From an optimization exercise on the open Yosys and OpenROAD flow, aimed at small area; shortcuts taken in it are not production practice. RTL that was checked went through simulation tests only; none was proved equivalent to the original. Power figures rest on the tool's default switching activity, not on a simulated workload.

Setup of run Z:
==> module quad_decoder, before the edit <==
module quad_decoder (
	input  logic                      clk_50,
	input  logic                      reset,
	input  logic [1:0]                pins,   
	input  logic                      clear,
	input  logic                      settle,  
	output logic [32-1:0] count
);
	logic [1:0] sync_0;  
	logic [1:0] sync_1;  
	logic [1:0] prev;    
	always_ff @(posedge clk_50) begin
		sync_0 <= pins;
		sync_1 <= sync_0;
		if (reset || settle)
			prev <= '0;
		else
			prev <= sync_1;
	end
	logic step, down, kill;
	assign step = sync_1[0] ^ prev[0] ^ sync_1[1] ^ prev[1];
	assign down = prev[1] ^ sync_1[0];
	assign kill = reset | settle | clear;  
	logic [32:0]   tog;   
	logic [32-1:0] next;
	assign tog[0] = step;
	for (genvar i = 0; i < 32; i++) begin : gen_bit
		assign tog[i+1] = tog[i] & (count[i] ^ down);
		assign next[i]  = ~kill & (count[i] ^ tog[i]);
	end
	always_ff @(posedge clk_50) begin
		count <= next;
	end
endmodule
Settings: LEC_CHECK=0, CAP_MARGIN=20, CORE_MARGIN=2, CORE_UTILIZATION=40, CTS_BUF_LIST=sky130_fd_sc_hd__clkbuf_4, SLEW_MARGIN=20; clock period 10.0 ns.
standard.sh (not shown) runs the stock make flow with config.mk's settings and CLKGATE_MAP_FILE= SYNTH_SCRIPT=/design/flow/synth_recipe.tcl, a recipe that flattens the netlist after the stock synthesis.
==> flow/flow/run.sh <==
#!/bin/bash
# Own layout flow: the standard ORFS flow, with three changes that only
# affect how the cells are chosen, not what is built or measured:
#  - synthesis maps the logic with an area-oriented ABC script (flow/abc.script)
#    instead of ORFS's speed script; everything else in synthesis is ORFS's
#    own synth.tcl and the standard flow's wrapper (flatten, rename) unchanged;
#  - port buffers are the smallest buffer, sky130_fd_sc_hd__buf_1;
#  - clock tree synthesis runs without dummy loads, with clkbuf_4 buffers
#    and clusters of at most 10 flip-flops.
# Every tool's output goes to a log file in this folder (and ORFS's own logs
# under orfs/logs).
set -euo pipefail
W=$(pwd)
F=$W/flow

# synthesis script: ORFS's synth.tcl with the abc call pointed at our script
sed 's#log_cmd abc {\*}$abc_args#log_cmd abc -script '"$F"'/abc.script {*}[lrange $abc_args 2 end]#' \
	"$FLOW_HOME/scripts/synth.tcl" > "$W/own_synth.tcl"
grep -q "$F/abc.script" "$W/own_synth.tcl"
sed "s#source \$::env(SCRIPTS_DIR)/synth.tcl#source $W/own_synth.tcl#" "$W/synth_recipe.tcl" > "$W/own_synth_recipe.tcl"
grep -q "own_synth.tcl" "$W/own_synth_recipe.tcl"

# The standard.sh, with the synthesis script swapped
sed "s#SYNTH_SCRIPT=[^ ]*synth_recipe.tcl#SYNTH_SCRIPT=$W/own_synth_recipe.tcl#" "$W/standard.sh" > "$W/own_standard.sh"
grep -q "own_synth_recipe.tcl" "$W/own_standard.sh"

bash "$W/own_standard.sh" \
	"BUFFER_PORTS_ARGS=-buffer_cell sky130_fd_sc_hd__buf_1" \
	"CTS_ARGS=-sink_clustering_enable -repair_clock_nets -dont_use_dummy_load -buf_list sky130_fd_sc_hd__clkbuf_4 -sink_clustering_size 10 -sink_clustering_max_diameter 50" \
	finish > "$W/flow_make.log" 2>&1
==> flow/flow/abc.script <==
strash
balance
rewrite
refactor
balance
rewrite
rewrite -z
balance
refactor -z
rewrite -z
balance
dch -f
&get -n
&nf -a -R 1000
&put
topo
Relative to run Z, the following input files were edited for run Y:
--- a/flow/design.v
+++ b/flow/design.v
@@ -98,18 +98,20 @@
 			prev <= sync_1;
 	end
 	logic step, down, kill;
 	assign step = sync_1[0] ^ prev[0] ^ sync_1[1] ^ prev[1];
 	assign down = prev[1] ^ sync_1[0];
 	assign kill = reset | settle | clear;  
-	logic [32:0]   tog;   
+	logic [32:0]   up_c, dn_c;
 	logic [32-1:0] next;
-	assign tog[0] = step;
+	assign up_c[0] = step & ~down;
+	assign dn_c[0] = step & down;
 	for (genvar i = 0; i < 32; i++) begin : gen_bit
-		assign tog[i+1] = tog[i] & (count[i] ^ down);
-		assign next[i]  = ~kill & (count[i] ^ tog[i]);
+		assign up_c[i+1] = up_c[i] & count[i];
+		assign dn_c[i+1] = dn_c[i] & ~count[i];
+		assign next[i]   = ~kill & (count[i] ^ (up_c[i] | dn_c[i]));
 	end
 	always_ff @(posedge clk_50) begin
 		count <= next;
 	end
 endmodule
 `default_nettype wire
## What came out
Going from run Z to run Y, total global-route track usage climbed 0.80 points; non-clock buffer count went down 3; total wirelength of the detailed-routed design increased by 6.8% relative to the old numbers. From run Z to run Y the numbers moved as follows: power increased about 4%; utilization after layout decreased 0.28 points; area share of xor/xnor cells in the synthesized design decreased 19 points. Adder and majority cell fraction of the synthesized area across run Y and run Z: no real change. Run Y: sequential share of power is 1.0 points lower than what run Z reported. Run Z has lower number of global-route vias before repair than run Y. Post-route standard cell area excluding fillers delta (run Y − run Z): favourable. Count of clock-buffer cells in the layout (run Y vs. run Z) increases by a few percent. Sort run Y and run Z by sequential share of layout area, ascending, and run Z comes first. Of run Y and run Z, run Z shows the lower basic-gate share of the synthesized area counting and, or, nand and nor cells, with run Y above it. Post-route fraction of the period consumed by the critical path: run Y higher than run Z.
Function not checked in run Z: the RTL went through the layout flow alone.

* * *

run A:
motor_io_top, a different RTL version from the one above (not shown whole).
Size: roughly 1,100 cells after synthesis, ~260 flip-flops, ~91 I/O pins.
==> module apb_reg_file, before the edit <==
module apb_reg_file (
	input  logic                      clk_50,
	input  logic                      reset,
	input  logic                      psel,
	input  logic                      penable,
	input  logic                      pwrite,
	input  logic [8-1:0]  paddr,
	input  logic [32-1:0]  pwdata,
	output logic [32-1:0]  prdata,
	output logic                      pready,
	output logic                      pslverr,
	input  logic [4*32-1:0] enc_counts,
	output logic [4*11-1:0]   pwm_duties,
	output logic [4-1:0] count_clear
);
	logic       access;   
	logic       aligned;  
	logic       in_cnt;   
	logic       in_duty;  
	logic       in_clr;   
	logic [3:0] word;     
	assign access  = psel & penable;
	assign aligned = (paddr[1:0] == 2'b00);
	assign in_cnt  = aligned & (paddr[7:4] == 4'h0);
	assign in_duty = aligned & (paddr[7:4] == 4'h1);
	assign in_clr  = (paddr == 8'h20);
	for (genvar i = 0; i < 4; i++) begin : gen_word
		assign word[i] = (paddr[3:2] == 2'(i));
	end
	logic rd, wr;
	assign rd = access & ~pwrite;
	assign wr = access & pwrite;
	assign pready  = access;
	assign pslverr = access & ~((in_cnt & ~pwrite) | in_duty | in_clr);
	logic [3:0] sel_cnt, sel_duty;
	for (genvar i = 0; i < 4; i++) begin : gen_sel
		assign sel_cnt[i]  = rd & in_cnt & word[i];
		assign sel_duty[i] = rd & in_duty & word[i];
	end
	always_comb begin
		prdata = '0;
		for (int i = 0; i < 4; i++) begin
			prdata = prdata | ({32{sel_cnt[i]}} & enc_counts[i*32 +: 32]);
			prdata[11-1:0] = prdata[11-1:0]
				| ({11{sel_duty[i]}} & pwm_duties[i*11 +: 11]);
		end
	end
	logic [4*11-1:0] pwm_duties_n;
	logic [11-1:0] wdata_n;
	assign wdata_n = ~(pwdata[11-1:0] & {11{~reset}});
	for (genvar i = 0; i < 4; i++) begin : gen_duty
		logic load;
		assign load = reset | (wr & in_duty & word[i]);
		always_ff @(posedge clk_50) begin
			if (load)
				pwm_duties_n[i*11 +: 11] <= wdata_n;  
		end
	end
	assign pwm_duties = ~pwm_duties_n;
	always_ff @(posedge clk_50) begin
		count_clear <= pwdata[4-1:0] & {4{~reset & wr & in_clr}};  
	end
endmodule
==> module pwm_bank, before the edit <==
module pwm_bank (
	input  logic                      clk_50,
	input  logic                      reset,
	input  logic [4*11-1:0] pwm_duties,
	output logic [4-1:0] pwm_out
);
	logic [11-1:0] period_cnt;  
	logic                    wrap;        
	logic                    valid;       
	logic [4*11-1:0] active;    
	logic [4*11-1:0] active_n;  
	assign wrap = &period_cnt;
	logic [11:0]   carry;
	logic [11-1:0] cnt_next;
	assign carry[0] = 1'b1;
	for (genvar b = 0; b < 11; b++) begin : gen_cnt
		assign cnt_next[b]  = ~reset & (period_cnt[b] ^ carry[b]);
		assign carry[b+1]   = period_cnt[b] & carry[b];
	end
	always_ff @(posedge clk_50) begin
		period_cnt <= cnt_next;
		valid      <= ~reset & (valid | wrap);
		if (wrap)
			active_n <= ~pwm_duties;  
	end
	assign active = ~active_n;
	logic [4-1:0] pwm_next;
	for (genvar i = 0; i < 4; i++) begin : gen_ch
		logic [11:0] lt;
		assign lt[0] = 1'b0;
		for (genvar b = 0; b < 11; b++) begin : gen_lt
			logic nc, a;
			assign nc = ~period_cnt[b];
			assign a  = active[i*11 + b];
			assign lt[b+1] = (nc & a) | (nc & lt[b]) | (a & lt[b]);
		end
		assign pwm_next[i] = ~reset & valid & lt[11];
	end
	always_ff @(posedge clk_50) begin
		pwm_out <= pwm_next;  
	end
endmodule
clock: 10.0 ns
lec_check: 0
cap_margin: 20
core_margin: 2
core_utilization: 40
cts_buf_list: sky130_fd_sc_hd__clkbuf_4
slew_margin: 20
==> flow/flow/abc.script <==
strash
balance
rewrite
refactor
balance
rewrite
rewrite -z
balance
refactor -z
rewrite -z
balance
dch -f
&get -n
&nf -a -R 1000
&put
strash
&get -n
&nf -a -R 1000
&put
topo
Scripts as last shown in full above: flow/flow/run.sh
Edits applied to the flow inputs when going from run A to run B:
diff --git a/flow/design.v b/flow/design.v
--- a/flow/design.v
+++ b/flow/design.v
@@ -62,18 +62,16 @@
 				| ({11{sel_duty[i]}} & pwm_duties[i*11 +: 11]);
 		end
 	end
-	logic [4*11-1:0] pwm_duties_n;
-	logic [11-1:0] wdata_n;
-	assign wdata_n = ~(pwdata[11-1:0] & {11{~reset}});
+	logic [11-1:0] wdata;
+	assign wdata = pwdata[11-1:0] & {11{~reset}};
 	for (genvar i = 0; i < 4; i++) begin : gen_duty
 		logic load;
 		assign load = reset | (wr & in_duty & word[i]);
 		always_ff @(posedge clk_50) begin
 			if (load)
-				pwm_duties_n[i*11 +: 11] <= wdata_n;  
+				pwm_duties[i*11 +: 11] <= wdata;  
 		end
 	end
-	assign pwm_duties = ~pwm_duties_n;
 	always_ff @(posedge clk_50) begin
 		count_clear <= pwdata[4-1:0] & {4{~reset & wr & in_clr}};  
 	end
@@ -127,8 +125,7 @@
 	logic [11-1:0] period_cnt;  
 	logic                    wrap;        
 	logic                    valid;       
-	logic [4*11-1:0] active;    
-	logic [4*11-1:0] active_n;  
+	logic [4*11-1:0] active;  
 	assign wrap = &period_cnt;
 	logic [11:0]   carry;
 	logic [11-1:0] cnt_next;
@@ -141,9 +138,8 @@
 		period_cnt <= cnt_next;
 		valid      <= ~reset & (valid | wrap);
 		if (wrap)
-			active_n <= ~pwm_duties;  
-	end
-	assign active = ~active_n;
+			active <= pwm_duties;  
+	end
 	logic [4-1:0] pwm_next;
 	for (genvar i = 0; i < 4; i++) begin : gen_ch
 		logic [11:0] lt;
[summary]
- Run B and run A ended up with nearly the same growth of design area from synthesis to finish.
- Between run B and run A, the difference in net count reported at finish is negligible.
- Where cell area is concerned, run A is better than run B.
- The CTS buffer count of run B falls short of that of run A by 1.
- For synthesized cell count, run B and run A come out practically identical.
- On final cell count, run B and run A are basically level.
- In the tables for run B and run A, utilization reads lower with run B.
- Between run B and run A, the difference in stage delay of the slowest cell on the critical path is negligible.
- | fraction of layout cells with a size suffix above 1 | higher: run B |
- STATUS post-detailed-routing wire length: run B wins against run A

-- port drivers added, routing unchanged --
In the flow no input, the clock included, has a driving cell. The finished layouts below were timed again as built, in two steps.
Step 1 assumes that a clkbuf_16 drives the clock port and a buf_2 every other input.
Step 2, shift: input delay + t, output delay - t, t = (earliest + latest rising clock arrival at the registers) / 2. This alone moves slack from input paths to output paths.
a / b / c = ideal / step 1 / step 2; a / b = the first two.
run	t (ns)	setup WS [ns]	slew at the worst register clock pin (ns)
run Z	0.650	3.609 / 3.609 / 3.609	0.11 / 0.11
run Y	0.657	2.794 / 2.794 / 2.794	0.12 / 0.12
run A	0.656	2.874 / 2.874 / 2.874	0.11 / 0.11
run B	0.633	2.984 / 2.984 / 2.984	0.12 / 0.12
After both steps every run listed still meets setup and hold.
